This design comes from an exercise in tuning for small area, a short achievable clock period and few clock cycles on the open sky130 flow, not from production work. The RTL was checked by simulation tests, not by an equivalence proof against the original design. Power and IR drop assume default switching activity.

`flow/constraint.sdc`:
```
create_clock -name core_clock -period 7.5 [get_ports {clock}]
set_input_delay 1.5000 -clock core_clock [delete_from_list [all_inputs] [get_ports {clock}]]
set_output_delay 1.5000 -clock core_clock [all_outputs]
set_load 0.01 [all_outputs]
```
`flow/design.v`:
```
module rsc_viterbi_decoder #(
  parameter int K    = 120,
  parameter int PM_W = 9
) (
  input  logic clock,
  input  logic aclr,
  input  logic start,
  input  logic in_valid,
  input  logic x_in,
  input  logic z_in,
  output logic busy,
  output logic out_valid,
  output logic c_out,
  output logic out_last
);
  localparam int NSYM = K + 3;
  localparam int CW   = $clog2(NSYM + 1);
  localparam int PL   = K - 3;    
  localparam int MW   = 3;        
  logic          idle_r, acc_r, em_r;   
  logic          busy_r, busy_nx;
  logic [CW-1:0] cnt;
  logic          phi;
  logic          take, em_last;
  logic          v1, fsh, fa, fb, fl;    
  logic          x1, z1;
  logic [MW-1:0] pm     [8];
  logic          par;
  logic [MW-1:0] pm_nxt [8];
  logic [7:0]    d;
  logic [PL-1:0] st [8];
  logic [7:0]    s0, s1;
  logic          sh;
  logic [3:0]    ta;
  logic [1:0]    tb2;
  logic [2:0]    cur, hist;
  always_comb begin
    busy_r  = !idle_r;
    take    = acc_r & in_valid;
    em_last = (cnt == CW'(K - 1));
  end
  always_comb begin
    for (int k = 0; k < 4; k++) begin
      logic [MW-1:0] a, b, ai, bi, dh;
      logic lm, l0, le0, lo, cz, co, ct, dk, dk4, ck, ck4;
      a   = pm[2*k];
      b   = pm[2*k+1];
      dh  = b - a;
      lm  = (dh == 3'b110);
      l0  = dh[2];
      le0 = dh[2] | (dh == 3'b000);
      ai  = a + 3'd1;
      bi  = b + 3'd1;
      lo  = k[0] ^ par;
      co  = x1 ^ z1 ^ k[0] ^ k[1];
      ct  = (x1 ^ k[0]) & (z1 ^ k[1]);
      cz  = !co & !ct;
      dk  = cz ? lm : co ? l0 : le0;
      dk4 = cz ? le0 : co ? l0 : lm;
      ck  = dk  ? (cz | (co & lo)) : (ct | (co & lo));
      ck4 = dk4 ? (ct | (co & lo)) : (cz | (co & lo));
      d[k]   = dk;
      d[k+4] = dk4;
      pm_nxt[k]   = dk  ? (ck  ? bi : b) : (ck  ? ai : a);
      pm_nxt[k+4] = dk4 ? (ck4 ? bi : b) : (ck4 ? ai : a);
    end
  end
  logic       p1a, p1b, p0a, p0b, bita, bitb, p0, bit0, wnext;
  logic [2:0] wa, wb, w;
  always_comb begin
    p1a  = tb2[0];
    p1b  = tb2[1];
    p0a  = ta[{1'b0, p1a}];
    p0b  = ta[{1'b1, p1b}];
    wa   = {1'b0, p1a, p0a};
    wb   = {1'b1, p1b, p0b};
    bita = st[wa][PL-1];
    bitb = st[wb][PL-1];
    w    = d[0] ? wb : wa;
    p0   = d[0] ? p0b : p0a;
    bit0 = (d[0] ? bitb : bita) ^ phi;
    if (cnt < CW'(PL - 1)) wnext = st[cur][PL-2] ^ phi;
    else                   wnext = cur[1];
  end
  logic fin, shift_next, em_next, em_go;
  logic [2:0] cur_next;
  always_comb begin
    fin        = v1 & fl;
    em_go      = em_r & !em_last;
    em_next    = em_go | fin;
    cur_next   = fin ? w : {cur[0], cur[2:1]};
    shift_next = (v1 & fsh) | em_next;
    busy_nx    = busy_r ? !(em_r & em_last) : start;
  end
  always_ff @(posedge clock or posedge aclr) begin
    if (aclr) begin
      idle_r <= 1'b1; busy <= 1'b0; acc_r <= 1'b0; em_r <= 1'b0; cnt <= '0;
      v1 <= 1'b0; fsh <= 1'b0; fa <= 1'b0; fb <= 1'b0; fl <= 1'b0;
      phi <= 1'b0;
      out_valid <= 1'b0; c_out <= 1'b0; out_last <= 1'b0;
    end else begin
      phi <= ~phi;
      busy   <= busy_nx;
      idle_r <= !busy_nx;
      v1  <= take;
      fsh <= take & (cnt >= CW'(3)) & (cnt < CW'(K));
      fa  <= take & (cnt == CW'(K));
      fb  <= take & (cnt == CW'(K + 1));
      fl  <= take & (cnt == CW'(K + 2));
      if (!busy_r) begin
        if (start) begin
          acc_r  <= 1'b1;
          cnt    <= '0;
        end
      end else if (take) begin
        cnt <= cnt + 1'b1;
        if (cnt == CW'(NSYM - 1)) acc_r <= 1'b0;
      end
      if (fin) begin
        em_r <= 1'b1;
        cnt  <= '0;
      end
      if (em_r) begin
        if (em_last) begin
          em_r   <= 1'b0;
        end else begin
          cnt <= cnt + 1'b1;
        end
      end
      out_valid <= em_next;
      c_out     <= fin ? bit0 : em_go & (wnext ^ hist[1] ^ hist[0]);
      out_last  <= em_r & (cnt == CW'(K - 2));
    end
  end
  always_ff @(posedge clock) begin
    x1 <= x_in;
    z1 <= z_in;
    if (!busy_r) begin
      pm[0] <= '0;
      for (int i = 1; i < 8; i++) pm[i] <= MW'(2);
      par <= 1'b0;
    end else if (v1) begin
      for (int i = 0; i < 8; i++) pm[i] <= pm_nxt[i];
      par <= par ^ x1 ^ z1;
    end
    if (v1 & fa) ta  <= d[3:0];
    if (v1 & fb) tb2 <= d[1:0];
    hist <= fin ? {bit0, 2'b00} : {wnext, hist[2:1]};
    cur <= cur_next;
    for (int n = 0; n < 8; n++) begin
      s1[n] <= shift_next & ((v1 & fsh) ? d[n]  : cur_next[0]);
      s0[n] <= shift_next & ((v1 & fsh) ? !d[n] : !cur_next[0]);
    end
    sh <= !shift_next;
    for (int n = 0; n < 8; n++) begin
      st[n][0] <= ~(((s0[n] | s1[n]) & (s1[n] ^ phi)) | (sh & st[n][0]));
      for (int j = 1; j < PL; j++)
        st[n][j] <= ~((s0[n] & st[2*(n%4)][j-1]) | (s1[n] & st[2*(n%4)+1][j-1]) | (sh & st[n][j]));
    end
  end
endmodule
```
`flow/config.mk`:
```
export PLATFORM = sky130hd
export DESIGN_NAME = rsc_viterbi_decoder
export DESIGN_NICKNAME = rsc_viterbi_decoder
export VERILOG_FILES = /design/flow/design.v
export SDC_FILE = /design/flow/constraint.sdc
export NUM_CORES = 4
export LEC_CHECK = 0
export ABC_CLOCK_PERIOD_IN_PS = 2500
export CAP_MARGIN = 20
export CORE_MARGIN = 2
export CORE_UTILIZATION = 72
export CTS_CLUSTER_DIAMETER = 100
export CTS_CLUSTER_SIZE = 30
export SETUP_SLACK_MARGIN = 5
export SLEW_MARGIN = 20
```
`flow/run.sh`:
```
#!/bin/bash
# synth_recipe.tcl (not shown) runs the flow's synth.tcl, then flattens the netlist and writes it again
# the make line also repeats each setting of config.mk as NAME=value (left out here)
make -C /OpenROAD-flow-scripts/flow DESIGN_CONFIG=/design/flow/config.mk WORK_HOME=/design/flow/orfs CLKGATE_MAP_FILE= SYNTH_SCRIPT=/design/flow/synth_recipe.tcl finish
```
==> impl_metrics.env, run 1 <==
export IMPL_min_period_ps=2680
export IMPL_tightest_slew_ps=1200
export IMPL_vias_per_cell=8.69
export IMPL_cts_buffers=39
export IMPL_grt_busiest_layer="met2"
export IMPL_reg2reg_slack_ps=4820
export IMPL_yosys_top_cells_area="dfxtp_1, a222oi_1, clkbuf_1, dfrtp_1, mux2i_1"
export IMPL_fmax_mhz=373
export IMPL_slew_viol_final=0
export IMPL_status="no timing/DRC/antenna violations"
export IMPL_drive_gt1_share_pct=6.50
export IMPL_netlist_area_leader_share_pct=58.6
export IMPL_gp_congestion=0.838
export IMPL_rsz0062_at_grt="yes"
export IMPL_synth_compound_area_share_pct=29.7
export IMPL_reg2regPathDepth=12
export IMPL_synthXorXnorAreaFrac_pct=1.21
export IMPL_ant_nets=0
export IMPL_path_cells="inv_2, ha_4, inv_2, fa_1, or4b_1, o21ai_1, buf_6, mux2i_4, buf_6, a221oi_4, buf_6, a21oi_2"
export IMPL_rows=79
export IMPL_endpoint_kind="flop"
export IMPL_critical_path_slowest_cell="or4b_1"
export IMPL_synth_async_reset_ratio_pct=1.98
export IMPL_wl_per_cell_um=28.8
export IMPL_r2r_end="s1[0]$_DFF_P_"
export IMPL_drv_cap=0
export IMPL_area_growth_pct=3.73
export IMPL_via_count=26246
export IMPL_port_buffers=9
export IMPL_place_ws_ps=4560
export IMPL_synth_seq_cells=1012
export IMPL_clkSlewWorstSetupHoldPaths_ps=110
export IMPL_synth_area_um2=33700
export IMPL_use_met3_pct=4.85
export IMPL_layout_common_cells="dfxtp_1, a222oi_1, nand2_1, clkbuf_16, buf_4"
export IMPL_cp_required_ps=7950
export IMPL_antenna_found_initial=0
export IMPL_relSlewSlack_pct=19.9
export IMPL_clock_latency_ps=610
export IMPL_cp_slowest_stage_delay_ps=480
export IMPL_cts_tree="done"
export IMPL_syn_area_per_cell_um2=12.7
export IMPL_cts_path_max_buffers=3
export IMPL_arrival_ps=3130
export IMPL_crit_fanout=8
export IMPL_grt_pass1_vias=24548
export IMPL_synthesis_nets=2685
export IMPL_clock_root_buffer="clkbuf_16"
export IMPL_ys_warn_count=4
export IMPL_crit_type="flop to flop"
export IMPL_ir_drop_mv=0.350
export IMPL_final_util_pct=75.3
export IMPL_final_common_cell="dfxtp_1"
export IMPL_p_leak_nw=13.4
export IMPL_pwr_density_cell_nw_per_um2=519
export IMPL_postPlaceCellArea_um2=33500
export IMPL_gr_usage_met2_pct=55.2
export IMPL_synthCells=2652
export IMPL_dr_pass1_iters=22
export IMPL_drt_iter0_markers=8309
export IMPL_setup_tns_ps=0
export IMPL_setup_slack_ps=4820
export IMPL_drc=0
export IMPL_multi_input_area_um2=12000
export IMPL_die_h_um=220
export IMPL_hp_start="st[5][106]$_DFF_P_"
export IMPL_die_area_um2=48500
export IMPL_synth_top_family_by_area="compound AO/OA/AOI/OAI gates"
export IMPL_core_area_um2=46400
export IMPL_ff_latch_area_um2=20500
export IMPL_synth_edf_count=6
export IMPL_synth_area_leader_cell="dfxtp_1"
export IMPL_wirelength_um=87000
export IMPL_fin_nets=2443
export IMPL_synth_cell_type_count=57
export IMPL_ios=10
export IMPL_synthMuxAreaShare_pct=1.16
export IMPL_die_x_um=220
export IMPL_min_delay_worst_endpoint="st[2][107]$_DFF_P_"
export IMPL_synthAdderAreaFrac_pct=1.16
export IMPL_grt_total_usage_pct=34.3
export IMPL_hold_depth=1
export IMPL_grt_max_degree=283
export IMPL_grt_pass1_wl_um=136000
export IMPL_dp_final_hpwl_um=44200
export IMPL_period_share_pct=35.8
export IMPL_r2r_start="pm[1][0]$_SDFFE_PP0P_"
export IMPL_htreeDepth=2
export IMPL_setup_violations_final=0
export IMPL_grt_overflow=0
export IMPL_ys_flop_type="dfxtp_1"
export IMPL_seq_area_frac_synth_pct=60.7
export IMPL_start_kind="flop"
export IMPL_antenna_diode_count=0
export IMPL_n_fill_cell=3030
export IMPL_hold_violations=0
export IMPL_grt_use_met1_pct=49.1
export IMPL_hp_class="flop to flop"
export IMPL_yosys_area_share_simple_pct=1.94
export IMPL_postCtsHoldBufs=0
export IMPL_fin_skew_ps=25.1
export IMPL_finish_instance_area_um2=34900
export IMPL_crit_path_frequent_cell="buf_6"
export IMPL_initial_utilization_pct=72.6
export IMPL_cts_sinks=1012
-- cell usage after synthesis, types with 4 or more instances --
library cell and count:
clkbuf_1 307, o31ai_1 4, buf_1 22, nand2_1 41, a222oi_1 928, nor3_1 5, and2_1 8, mux2i_1 29
edfxtp_1 6, inv_1 33, nor2b_1 8, a21oi_1 27, nor2_1 32, o21ai_0 19, nor3b_1 7, and3_1 6
a211oi_1 7, ha_1 20, fa_1 7, a221oi_1 9, xnor2_1 30, dfxtp_1 986, dfrtp_1 19, buf_2 5
o311ai_0 6, nand3_1 16, xor2_1 12
-- cell families (layout without fill, tap and decap cells) --
kind of cell               after synthesis  in the layout
DFF                                   1012           1012
AOI/OAI and AO/OA                     1031           1031
muxes                                   36             36
buffers and inverters                  369            131
and+or+nand+nor                        133            133
xor gates and xnor gates                44             44
adders and majority gates               27             27
-- power by group --
part           leakage, nW  switching (mW)  internal [mW]
Clock                0.494            1.55          0.959
Sequential            8.64            2.79           8.30
Combinational         4.29            1.88           2.65
Total                 13.4            6.22           11.9
-- layer usage --
| layer | routed length [µm] | part of all wire (%) |
|---|---|---|
| met1 | 34600 | 40 |
| met4 | 1250 | 1.4 |
| met5 | 0 | 0 |
| met3 | 9940 | 11 |
| met2 | 41300 | 47 |
-- registers in the layout, summed over array words and instances, names as in the netlist, 3 cells and up --
signal  flops
cnt         7
cur         3
hist        3
pm         24
s0          8
s1          8
st        936
ta          4
-- repair_timing --
action                     CTS  global route
setup endpoints to repair  261           206
cloned                       0             1
buffers inserted            15             5
gates resized for setup     53            24
pin swaps                   10            12
-- per-stage QoR --
stage                     hold WS [ps]  std cells  power, mW
final                              453       3021       18.1
after global placement             431       2954       14.7
after detailed placement           422       2954       15.1
after global routing               474       3021       19.0
after floorplan                    406       2652       13.5
after CTS                          458       3014       17.8
-- critical path, delay by kind of cell, from the launching register on --
kind | cells | cell delay, ps
AOI/OAI and AO/OA | 3 | 450
adders and majority gates | 2 | 580
buffers and inverters | 5 | 580
DFF | 1 | 360
muxes | 1 | 80
and+or+nand+nor | 1 | 480
-- area by class of cell --
type,count,area share (%)
clock inverter,2,0.0502
timing repair buffer,53,1.47
multi-input combinational,1271,34.4
sequential,1012,58.7
tap,607,2.17
clock buffer,43,2.84
inverter,33,0.355
-- how the worst max path moves through the flow --
stage	startpoint	endpoint	slack [ps]	cells past startpoint
2_1_floorplan	pm[1][0]$_SDFFE_PP0P_	s0[4]$_DFF_P_	5010	10
3_3_place_gp	in_valid	cnt[3]$_DFF_PP0_	4620	5
3_5_place_dp	in_valid	acc_r$_DFFE_PP0P_	4560	5
4_1_cts	c_out$_DFF_PP0_	c_out	4840	1
5_1_grt	pm[1][0]$_SDFFE_PP0P_	s1[0]$_DFF_P_	4730	12
6_report	pm[1][0]$_SDFFE_PP0P_	s1[0]$_DFF_P_	4820	12
Testbench counts, summed over its fixed seeds: cycles 47,040.
==> inputs of run 2 (changes only) <==
--- a/flow/config.mk
+++ b/flow/config.mk
@@ -8,7 +8,7 @@
 export ABC_CLOCK_PERIOD_IN_PS = 2500
 export CAP_MARGIN = 20
 export CORE_MARGIN = 2
-export CORE_UTILIZATION = 72
+export CORE_UTILIZATION = 60
 export CTS_CLUSTER_DIAMETER = 100
 export CTS_CLUSTER_SIZE = 30
 export SETUP_SLACK_MARGIN = 5
==> impl_metrics.env, run 2 <==
export IMPL_cts_sinks=1012
export IMPL_final_util_pct=63.7
export IMPL_hold_depth=1
export IMPL_largest_register_ffs=936
export IMPL_grt_pass1_vias=24824
export IMPL_synth_edf_count=6
export IMPL_cts_tree="done"
export IMPL_top_regs="st (936), pm (24)"
export IMPL_htreeDepth=2
export IMPL_die_h_um=241
export IMPL_synth_cell_type_count=57
export IMPL_drv_cap=0
export IMPL_hp_class="flop to flop"
export IMPL_gp_congestion=0.837
export IMPL_yosysMostFrequentCell="dfxtp_1"
export IMPL_min_period_ps=2670
export IMPL_layout_common_cells="dfxtp_1, a222oi_1, clkbuf_16"
export IMPL_yosys_top_cells_area="dfxtp_1, a222oi_1, clkbuf_1, dfrtp_1, mux2i_1"
export IMPL_largest_register="st"
export IMPL_fmax_mhz=375
export IMPL_dr_pass1_iters=15
export IMPL_synth_area_um2=33700
export IMPL_ir_drop_mv=0.362
export IMPL_grt_overflow=0
export IMPL_die_x_um=241
export IMPL_wirelength_um=90000
export IMPL_dp_cells=3097
export IMPL_fin_cells=3169
export IMPL_period_share_pct=35.6
export IMPL_vias_per_cell=8.21
export IMPL_clock_latency_ps=610
export IMPL_ys_warn_count=4
export IMPL_postCtsHoldBufs=0
export IMPL_hold_violations=0
export IMPL_grt_max_degree=278
export IMPL_tightest_slew_ps=1190
export IMPL_port_buffers=9
export IMPL_setup_violations_final=0
export IMPL_initial_utilization_pct=60.9
export IMPL_final_common_cell="dfxtp_1"
export IMPL_fin_skew_ps=20.5
export IMPL_synthesis_nets=2685
export IMPL_cts_path_max_buffers=3
export IMPL_cts_buffers=40
export IMPL_reg2regPathDepth=12
export IMPL_pwr_density_cell_nw_per_um2=516
export IMPL_cp_required_ps=7950
export IMPL_antenna_found_initial=0
export IMPL_drive_gt1_share_pct=6.73
export IMPL_rows=86
export IMPL_synth_area_leader_cell="dfxtp_1"
export IMPL_netlist_area_leader_share_pct=58.6
export IMPL_synth_async_reset_ratio_pct=1.98
export IMPL_grt_total_usage_pct=30.0
export IMPL_dp_final_hpwl_um=46300
export IMPL_via_count=26011
export IMPL_ios=10
export IMPL_start_kind="flop"
export IMPL_slew_viol_final=0
export IMPL_p_leak_nw=13.5
export IMPL_grt_pass1_wl_um=141000
export IMPL_synth_seq_cells=1012
export IMPL_clkSlewWorstSetupHoldPaths_ps=110
export IMPL_fin_nets=2449
export IMPL_ys_flop_type="dfxtp_1"
export IMPL_crit_fanout=8
export IMPL_ant_nets=0
export IMPL_area_growth_pct=4.59
export IMPL_wl_per_cell_um=28.4
export IMPL_endpoint_kind="flop"
export IMPL_antenna_diode_count=0
export IMPL_status="no timing/DRC/antenna violations"
export IMPL_core_area_um2=55300
export IMPL_relSlewSlack_pct=21.0
export IMPL_arrival_ps=3120
export IMPL_drt_iter0_markers=6842
export IMPL_crit_type="flop to flop"
export IMPL_drc=0
export IMPL_setup_tns_ps=0
export IMPL_seq_area_frac_synth_pct=60.7
export IMPL_synthCells=2652
export IMPL_die_area_um2=58000
export IMPL_synthTopCellsByCount="dfxtp_1, a222oi_1, clkbuf_1, nand2_1, inv_1"
export IMPL_clock_root_buffer="clkbuf_16"
export IMPL_rsz0062_at_grt="yes"
export IMPL_syn_area_per_cell_um2=12.7
run 2: cell count changes in the layout (fill, tap and decap cells not counted), moves of 2 or more:
cell | before | now
inv_2 | 5 | 3
buf_6 | 5 | 9
inv_1 | 28 | 30
a21oi_2 | 10 | 7
buf_12 | 3 | 5
a21oi_1 | 17 | 20
inv_12 | 0 | 2
run 2: layout make-up:
type / count / area (µm²)
flip-flops and latches: 1012 / 20500
fillers: 4270 / 20100
multi-input cells: 1271 / 12000
clock buffers: 44 / 1040
well taps: 748 / 936
repair buffers: 58 / 564
inverters: 33 / 124
clock inverters: 3 / 41.3
run 2: stage by stage:
step / setup slack, ps / cell area (µm²) / total power, mW / hold slack, ps
floorplan: 5010 / 33700 / 13.5 / 406
global placement: 4600 / 33700 / 14.8 / 430
detailed placement: 4540 / 33700 / 15.1 / 424
CTS: 4820 / 35000 / 18.0 / 456
global route: 4730 / 35200 / 19.2 / 483
finish: 4830 / 35200 / 18.2 / 453
run 2: final timing paths:
check	slack [ps]	to	from
worst max-delay path	4830	s1[6]$_DFF_P_	pm[1][0]$_SDFFE_PP0P_
worst max register to register	4830	s1[6]$_DFF_P_	pm[1][0]$_SDFFE_PP0P_
max in group asynchronous	5720	fsh$_DFF_PP0_	aclr
min in group asynchronous	1300	cnt[1]$_DFF_PP0_	aclr
worst min register to register	450	st[1][116]$_DFF_P_	st[1][116]$_DFF_P_
worst min-delay path	450	st[1][116]$_DFF_P_	st[1][116]$_DFF_P_
run 2: cell families (layout without fill, tap and decap cells):
family                     count (synthesis)  in the layout  share of synthesized area, %
DFF                                     1012           1012                          60.7
muxes                                     36             36                          1.16
and+or+nand+nor                          133            133                          1.94
buffers and inverters                    369            138                          4.16
adders and majority gates                 27             27                          1.16
AOI/OAI and AO/OA                       1031           1031                          29.7
xor gates and xnor gates                  44             44                          1.21
run 2: repair_timing:
action,CTS,global route
setup buffers,15,7
pin swaps,10,12
resized for setup,53,22
setup endpoints to repair,94,100
run 2: power by group:
part	internal (mW)	total, mW	switching (mW)
combinational	2.64	4.48	1.84
clock	1.01	2.60	1.59
sequential	8.30	11.1	2.79
total	11.9	18.2	6.22
run 2: worst max-delay path, stage by stage (launching register included):
cell and delay (ps):
dfxtp_4 370, inv_2 60, ha_4 120, inv_2 30
fa_1 470, or4b_4 530, o21ai_2 80, buf_6 130
mux2i_4 80, buf_6 140, a221oi_4 270, buf_6 190
a21oi_1 50
run 2: metal layers:
layer  GRT usage, %  routed length, µm  vias up  share of wire (%)
met4           8.49               1520        0                1.7
met5              0                  0        -                  0
met2           47.9              42000     1391                 47
met1           43.4              38200    13245                 42
met3           3.32               8380      111                9.3
li1               -                  -    11264                  -
==> inputs of run 3 (changes only) <==
--- a/flow/design.v
+++ b/flow/design.v
@@ -148,8 +148,8 @@
     hist <= fin ? {bit0, 2'b00} : {wnext, hist[2:1]};
     cur <= cur_next;
     for (int n = 0; n < 8; n++) begin
-      s1[n] <= shift_next & ((v1 & fsh) ? d[n]  : cur_next[0]);
-      s0[n] <= shift_next & ((v1 & fsh) ? !d[n] : !cur_next[0]);
+      s1[n] <= shift_next & ((v1 & fsh) ? d[n]  : (n >= 4));
+      s0[n] <= shift_next & ((v1 & fsh) ? !d[n] : (n < 4));
     end
     sh <= !shift_next;
     for (int n = 0; n < 8; n++) begin
==> impl_metrics.env, run 3 <==
export IMPL_multi_input_area_um2=11900
export IMPL_status="no timing/DRC/antenna violations"
export IMPL_drt_iter0_markers=6677
export IMPL_dp_cells=3079
export IMPL_grt_max_degree=277
export IMPL_core_area_um2=55200
export IMPL_endpoint_kind="output port"
export IMPL_synth_area_leader_cell="dfxtp_1"
export IMPL_drv_cap=0
export IMPL_drc=0
export IMPL_dp_final_hpwl_um=45200
export IMPL_cp_required_ps=6000
export IMPL_setup_tns_ps=0
export IMPL_final_util_pct=63.3
export IMPL_die_h_um=241
export IMPL_synth_compound_area_share_pct=29.5
export IMPL_dr_pass1_iters=17
export IMPL_crit_family="flip-flops"
export IMPL_ant_nets=0
export IMPL_r2r_start="pm[3][0]$_SDFFE_PP0P_"
export IMPL_setup_violations_final=0
export IMPL_ios=10
export IMPL_yosys_top_cells_area="dfxtp_1, a222oi_1, clkbuf_1, dfrtp_1, ha_1"
export IMPL_hp_class="flop to flop"
export IMPL_clock_latency_ps=610
export IMPL_ir_drop_mv=0.237
export IMPL_arrival_ps=1130
export IMPL_ys_flop_type="dfxtp_1"
export IMPL_synthesis_nets=2661
export IMPL_synth_edf_count=6
export IMPL_synthCells=2628
export IMPL_pwr_density_cell_nw_per_um2=488
export IMPL_synth_area_um2=33600
export IMPL_hold_violations=0
export IMPL_largest_register_ffs=936
export IMPL_grt_pass1_wl_um=138000
export IMPL_slew_viol_final=0
export IMPL_crit_type="flop to output port"
export IMPL_period_share_pct=35.1
export IMPL_final_common_cell="dfxtp_1"
export IMPL_layout_common_cells="dfxtp_1, a222oi_1, clkbuf_16"
export IMPL_cts_path_max_buffers=3
export IMPL_seq_area_frac_synth_pct=60.8
export IMPL_p_leak_nw=13.2
export IMPL_cts_sinks=1012
export IMPL_fin_hold_ws_ps=453
export IMPL_relSlewSlack_pct=11.5
export IMPL_top_regs="st (936), pm (24)"
export IMPL_clkSlewWorstSetupHoldPaths_ps=110
export IMPL_syn_area_per_cell_um2=12.8
export IMPL_start_kind="flop"
export IMPL_finish_instance_area_um2=34900
export IMPL_cp_slowest_stage_delay_ps=390
export IMPL_postPlaceCellArea_um2=33600
export IMPL_vias_per_cell=8.14
export IMPL_synth_async_reset_ratio_pct=1.98
export IMPL_synth_top_family_by_area="compound AO/OA/AOI/OAI gates"
export IMPL_initial_utilization_pct=60.8
export IMPL_clock_root_buffer="clkbuf_16"
export IMPL_die_area_um2=57800
export IMPL_critPathLaunch="out_last$_DFF_PP0_"
export IMPL_cts_tree="done"
export IMPL_via_count=25563
export IMPL_cp_num_buf_inv=1
export IMPL_fmax_mhz=380
export IMPL_crit_fanout=1
export IMPL_synthTopCellsByCount="dfxtp_1, a222oi_1, clkbuf_1, nor2_1, buf_1"
export IMPL_largest_register="st"
export IMPL_port_buffers=9
export IMPL_yosys_area_share_simple_pct=2.09
export IMPL_min_period_ps=2630
export IMPL_cts_buffers=40
export IMPL_drive_gt1_share_pct=6.14
export IMPL_htreeDepth=2
export IMPL_critical_path_slowest_cell="dfrtp_1"
export IMPL_ys_warn_count=4
export IMPL_tightest_slew_ps=1330
export IMPL_synthAdderAreaFrac_pct=1.16
export IMPL_synth_seq_cells=1012
export IMPL_path_cells="buf_2"
export IMPL_wirelength_um=87900
export IMPL_area_growth_pct=4.10
export IMPL_postCtsHoldBufs=0
export IMPL_antenna_found_initial=0
export IMPL_hp_start="st[2][116]$_DFF_P_"
export IMPL_synth_cell_type_count=61
export IMPL_synthMuxAreaShare_pct=1.18
export IMPL_fin_cells=3141
export IMPL_synthXorXnorAreaFrac_pct=1.22
export IMPL_antenna_diode_count=0
export IMPL_fin_nets=2422
export IMPL_grt_overflow=0
export IMPL_wl_per_cell_um=28.0
export IMPL_fin_skew_ps=24.8
export IMPL_grt_pass1_vias=24438
export IMPL_rsz0062_at_grt="yes"
export IMPL_n_fill_cell=4225
export IMPL_gp_congestion=0.835
export IMPL_yosysMostFrequentCell="dfxtp_1"
export IMPL_rows=86
export IMPL_ff_latch_area_um2=20500
export IMPL_die_x_um=241
export IMPL_netlist_area_leader_share_pct=58.8
export IMPL_grt_total_usage_pct=29.3
run 3: cell count changes after synthesis, sizes merged, moves of 9 or more:
cell	previous run	this run
nand2	41	26
xor2	13	22
inv	33	24
a21oi	28	19
clkbuf	308	296
nor3	5	16
nand3	16	7
run 3: worst paths after layout:
path	end	slack, ps	cells after the start
max reg2reg	pm[5][0]$_SDFFE_PP0P_	5020	11
min	st[2][116]$_DFF_P_	450	1
max	out_last	4870	1
max in group asynchronous	cnt[3]$_DFF_PP0_	5690	2
min in group asynchronous	phi$_DFF_PP0_	1310	2
min reg2reg	st[2][116]$_DFF_P_	450	1
run 3: logic make-up (layout without fill, tap and decap cells):
family,count (synthesis),in the layout
buffers and inverters,354,119
adder cells (fa/ha/maj),27,27
AO/OA/AOI/OAI,1015,1015
AND/OR/NAND/NOR,139,139
flip-flops,1012,1012
multiplexers,36,36
XOR/XNOR,45,45
run 3: power by group:
group          internal, mW  total [mW]  switching, mW
Sequential             8.13        10.7           2.53
Combinational          2.32        3.78           1.46
Clock                  1.01        2.61           1.60
run 3: final cells by class:
| cell class | instances | share of cell area [%] |
|---|---|---|
| clock inverters | 2 | 0.115 |
| well taps | 748 | 2.68 |
| clock buffers | 44 | 2.97 |
| multi-input cells | 1262 | 34.1 |
| flip-flops and latches | 1012 | 58.7 |
| repair buffers | 48 | 1.14 |
| inverters | 25 | 0.269 |
run 3: routing by layer:
metal | routed length, µm | share of wire [%] | track usage (%)
met1 | 37000 | 42 | 41.0
met2 | 42500 | 48 | 48.8
met3 | 7300 | 8.3 | 3.19
met4 | 1150 | 1.3 | 7.64
met5 | 0 | 0 | 0
run 3: repair_timing:
action | 4_1_cts | 5_1_grt
setup buffers | 4 | 12
resized for setup | 32 | 23
pin swaps | 3 | 8
setup endpoints to repair | 41 | 117
run 3: through the flow:
stage	worst slack (ps)	power (mW)
3_3_place_gp	4400	13.9
3_5_place_dp	4270	14.1
2_1_floorplan	5000	12.8
4_1_cts	4820	16.8
6_report	4870	17.0
5_1_grt	4820	18.0
Testbench counts of run 3, summed over its fixed seeds: cycles 47,040.
==> inputs of run 4 (changes only) <==
--- a/flow/config.mk
+++ b/flow/config.mk
@@ -11,5 +11,5 @@
 export CORE_UTILIZATION = 60
 export CTS_CLUSTER_DIAMETER = 100
 export CTS_CLUSTER_SIZE = 30
-export SETUP_SLACK_MARGIN = 5
+export SETUP_SLACK_MARGIN = 4.9
 export SLEW_MARGIN = 20
==> impl_metrics.env, run 4 <==
export IMPL_setup_slack_ps=4860
export IMPL_netlist_area_leader_share_pct=58.8
export IMPL_gp_congestion=0.806
export IMPL_dr_pass1_iters=17
export IMPL_syn_area_per_cell_um2=12.8
export IMPL_drive_gt1_share_pct=5.65
export IMPL_grt_max_degree=280
export IMPL_rows=86
export IMPL_min_period_ps=2640
export IMPL_synth_edf_count=6
export IMPL_synth_area_um2=33600
export IMPL_hold_violations=0
export IMPL_path_cells="buf_6"
export IMPL_wirelength_um=88500
export IMPL_synthTopCellsByCount="dfxtp_1, a222oi_1, clkbuf_1, nor2_1, buf_1"
export IMPL_synth_area_leader_cell="dfxtp_1"
export IMPL_grt_overflow=0
export IMPL_cts_tree="done"
export IMPL_drv_cap=0
export IMPL_period_share_pct=35.3
export IMPL_vias_per_cell=8.18
export IMPL_synthesis_nets=2661
export IMPL_core_area_um2=55200
export IMPL_endpoint_kind="output port"
export IMPL_cts_sinks=1012
export IMPL_yosys_top_cells_area="dfxtp_1, a222oi_1, clkbuf_1, dfrtp_1, ha_1"
export IMPL_dp_cells=3080
export IMPL_final_common_cell="dfxtp_1"
export IMPL_clock_latency_ps=610
export IMPL_setup_violations_final=0
export IMPL_p_int_mw=11.4
export IMPL_status="no timing/DRC/antenna violations"
export IMPL_pwr_density_cell_nw_per_um2=486
export IMPL_antenna_diode_count=0
export IMPL_swShare_pct=32.8
export IMPL_relSlewSlack_pct=22.8
export IMPL_place_ws_ps=4310
export IMPL_cp_num_buf_inv=1
export IMPL_crit_fanout=1
export IMPL_fin_skew_ps=25.5
export IMPL_dp_final_hpwl_um=45700
export IMPL_power_frac_seq_pct=63.1
export IMPL_largest_register="st"
export IMPL_grt_busiest_layer="met2"
export IMPL_fin_hold_ws_ps=447
export IMPL_die_h_um=241
export IMPL_critical_path_slowest_cell="dfrtp_1"
export IMPL_synth_seq_cells=1012
export IMPL_slew_viol_final=0
export IMPL_switchingPower_mw=5.56
export IMPL_n_fill_cell=4309
export IMPL_synthCells=2628
export IMPL_grt_use_met1_pct=40.9
export IMPL_hp_class="flop to flop"
export IMPL_largest_register_ffs=936
export IMPL_cts_buffers=40
export IMPL_clkPwrFrac_pct=15.4
export IMPL_ant_nets=0
export IMPL_clock_root_buffer="clkbuf_16"
export IMPL_power_mw=17.0
export IMPL_htreeDepth=2
export IMPL_die_x_um=241
export IMPL_power_share_combinational_pct=21.5
export IMPL_seq_area_frac_synth_pct=60.8
export IMPL_synth_cell_type_count=61
export IMPL_crit_family="flip-flops"
export IMPL_setup_tns_ps=0
export IMPL_port_buffers=9
export IMPL_clkSlewWorstSetupHoldPaths_ps=110
export IMPL_top_regs="st (936), pm (24)"
export IMPL_fin_cells=3137
export IMPL_gr_usage_met2_pct=49.8
export IMPL_layout_common_cells="dfxtp_1, a222oi_1, clkbuf_16"
export IMPL_cp_required_ps=6000
export IMPL_die_area_um2=57800
export IMPL_ys_warn_count=4
export IMPL_synth_async_reset_ratio_pct=1.98
export IMPL_postCtsHoldBufs=0
export IMPL_initial_utilization_pct=60.8
export IMPL_grt_pass1_wl_um=139000
export IMPL_yosysMostFrequentCell="dfxtp_1"
export IMPL_ir_drop_mv=0.344
export IMPL_area_growth_pct=3.90
export IMPL_wl_per_cell_um=28.2
export IMPL_cts_path_max_buffers=3
export IMPL_arrival_ps=1140
export IMPL_fin_nets=2417
export IMPL_via_count=25660
export IMPL_grt_pass1_vias=24411
export IMPL_ys_flop_type="dfxtp_1"
export IMPL_tightest_slew_ps=1160
export IMPL_drc=0
export IMPL_drt_iter0_markers=6956
export IMPL_ios=10
export IMPL_crit_type="flop to output port"
export IMPL_grt_total_usage_pct=29.6
export IMPL_antenna_found_initial=0
export IMPL_fmax_mhz=378
export IMPL_start_kind="flop"
export IMPL_rsz0062_at_grt="yes"
export IMPL_cp_slowest_stage_delay_ps=410
export IMPL_p_leak_nw=13.2
export IMPL_use_met3_pct=3.18
-- run 4: cell counts after synthesis --
No cell type changed its count.
-- run 4: what timing repair did --
item / 4_1_cts / 5_1_grt
buffers inserted: 4 / 6
endpoints found under the setup margin: 87 / 46
pin swaps: 1 / 1
gates resized for setup: 25 / 13
-- run 4: final timing paths --
kind                                       start                     to  slack (ps)  cells past startpoint
setup / recovery                 c_out$_DFF_PP0_                  c_out        4860                      1
hold / removal                   hist[2]$_DFF_P_     hist[1]$_SDFF_PP0_         450                      1
setup reg to reg           pm[3][0]$_SDFFE_PP0P_  pm[5][1]$_SDFFE_PP1P_        4960                      9
hold reg to reg                  hist[2]$_DFF_P_     hist[1]$_SDFF_PP0_         450                      1
max in group asynchronous                   aclr           v1$_DFF_PP0_        5680                      2
min in group asynchronous                   aclr       cnt[1]$_DFF_PP0_        1310                      2
-- run 4: per-stage QoR --
| step | instance area, µm² | util, % |
|---|---|---|
| floorplan | 33600 | - |
| global placement | 33600 | 60.9 |
| detailed placement | 33600 | 60.9 |
| CTS | 34800 | 63.0 |
| global route | 34900 | 63.2 |
| finish | 34900 | 63.2 |
-- run 4: layout make-up --
| type | count | area (µm²) | share of cell area, % |
|---|---|---|---|
| multi-input combinational | 1262 | 11900 | 34.1 |
| tap | 748 | 936 | 2.68 |
| clock buffer | 45 | 1040 | 2.99 |
| timing repair buffer | 43 | 377 | 1.08 |
| clock inverter | 2 | 46.3 | 0.133 |
| inverter | 25 | 97.6 | 0.280 |
| sequential | 1012 | 20500 | 58.8 |
-- run 4: power by group through the flow --
| stage | combinational [mW] | sequential, mW | clock, mW |
|---|---|---|---|
| after floorplan | 3.09 | 9.71 | 0 |
| after global routing | 4.03 | 11.0 | 2.86 |
| after detailed placement | 3.48 | 10.7 | 0 |
| after CTS | 3.57 | 10.6 | 2.68 |
| final | 3.64 | 10.7 | 2.61 |
| after global placement | 3.30 | 10.6 | 0 |
-- run 4: kinds of logic (layout without fill, tap and decap cells) --
logic type,after synthesis,count (layout),synth area share [%]
AO/OA/AOI/OAI,1015,1015,29.5
XOR/XNOR,45,45,1.22
adder cells (fa/ha/maj),27,27,1.16
buffers and inverters,354,115,3.96
flip-flops,1012,1012,60.8
multiplexers,36,36,1.18
AND/OR/NAND/NOR,139,139,2.09
-- run 4: routing by layer --
metal	routed length [µm]	part of all wire, %	up-vias
li1	-	-	11181
met1	37000	42	13094
met2	42700	48	1285
met3	7540	8.5	100
met4	1360	1.5	0
met5	0	0	-

static timing again, ports no longer ideal:
In the flow no input, the clock included, has a driving cell. The finished layouts below were timed again as built, in two steps. Step 1 sets driving cells, clkbuf_16 on the clock port and buf_2 on the other inputs (assumed; they add their load-dependent delay and slew). Step 2 also shifts input and output timing later by t, the mid clock arrival at the registers, as if the neighbouring blocks saw the same clock. a / b / c = ideal ports / drivers / drivers and shift; a / b = the first two.
run | t (ns) | setup slack, ns | worst setup path after step 2 | slew at the worst register clock pin (ns) | worst slew at a driven data input, ns
run 1 | 0.657 | 4.816 / 4.812 / 4.549 | input to register | 0.11 / 0.11 | 0.03
run 2 | 0.665 | 4.832 / 4.789 / 4.509 | input to register | 0.11 / 0.11 | 0.03
run 3 | 0.658 | 4.871 / 4.809 / 4.447 | input to register | 0.11 / 0.11 | 0.03
run 4 | 0.664 | 4.856 / 4.791 / 4.383 | input to register | 0.11 / 0.11 | 0.04
After both steps setup and hold are still met in every run listed. The setup slack of run 4, which loses most, moves by -0.065 ns with the drivers and by -0.473 ns with both steps.
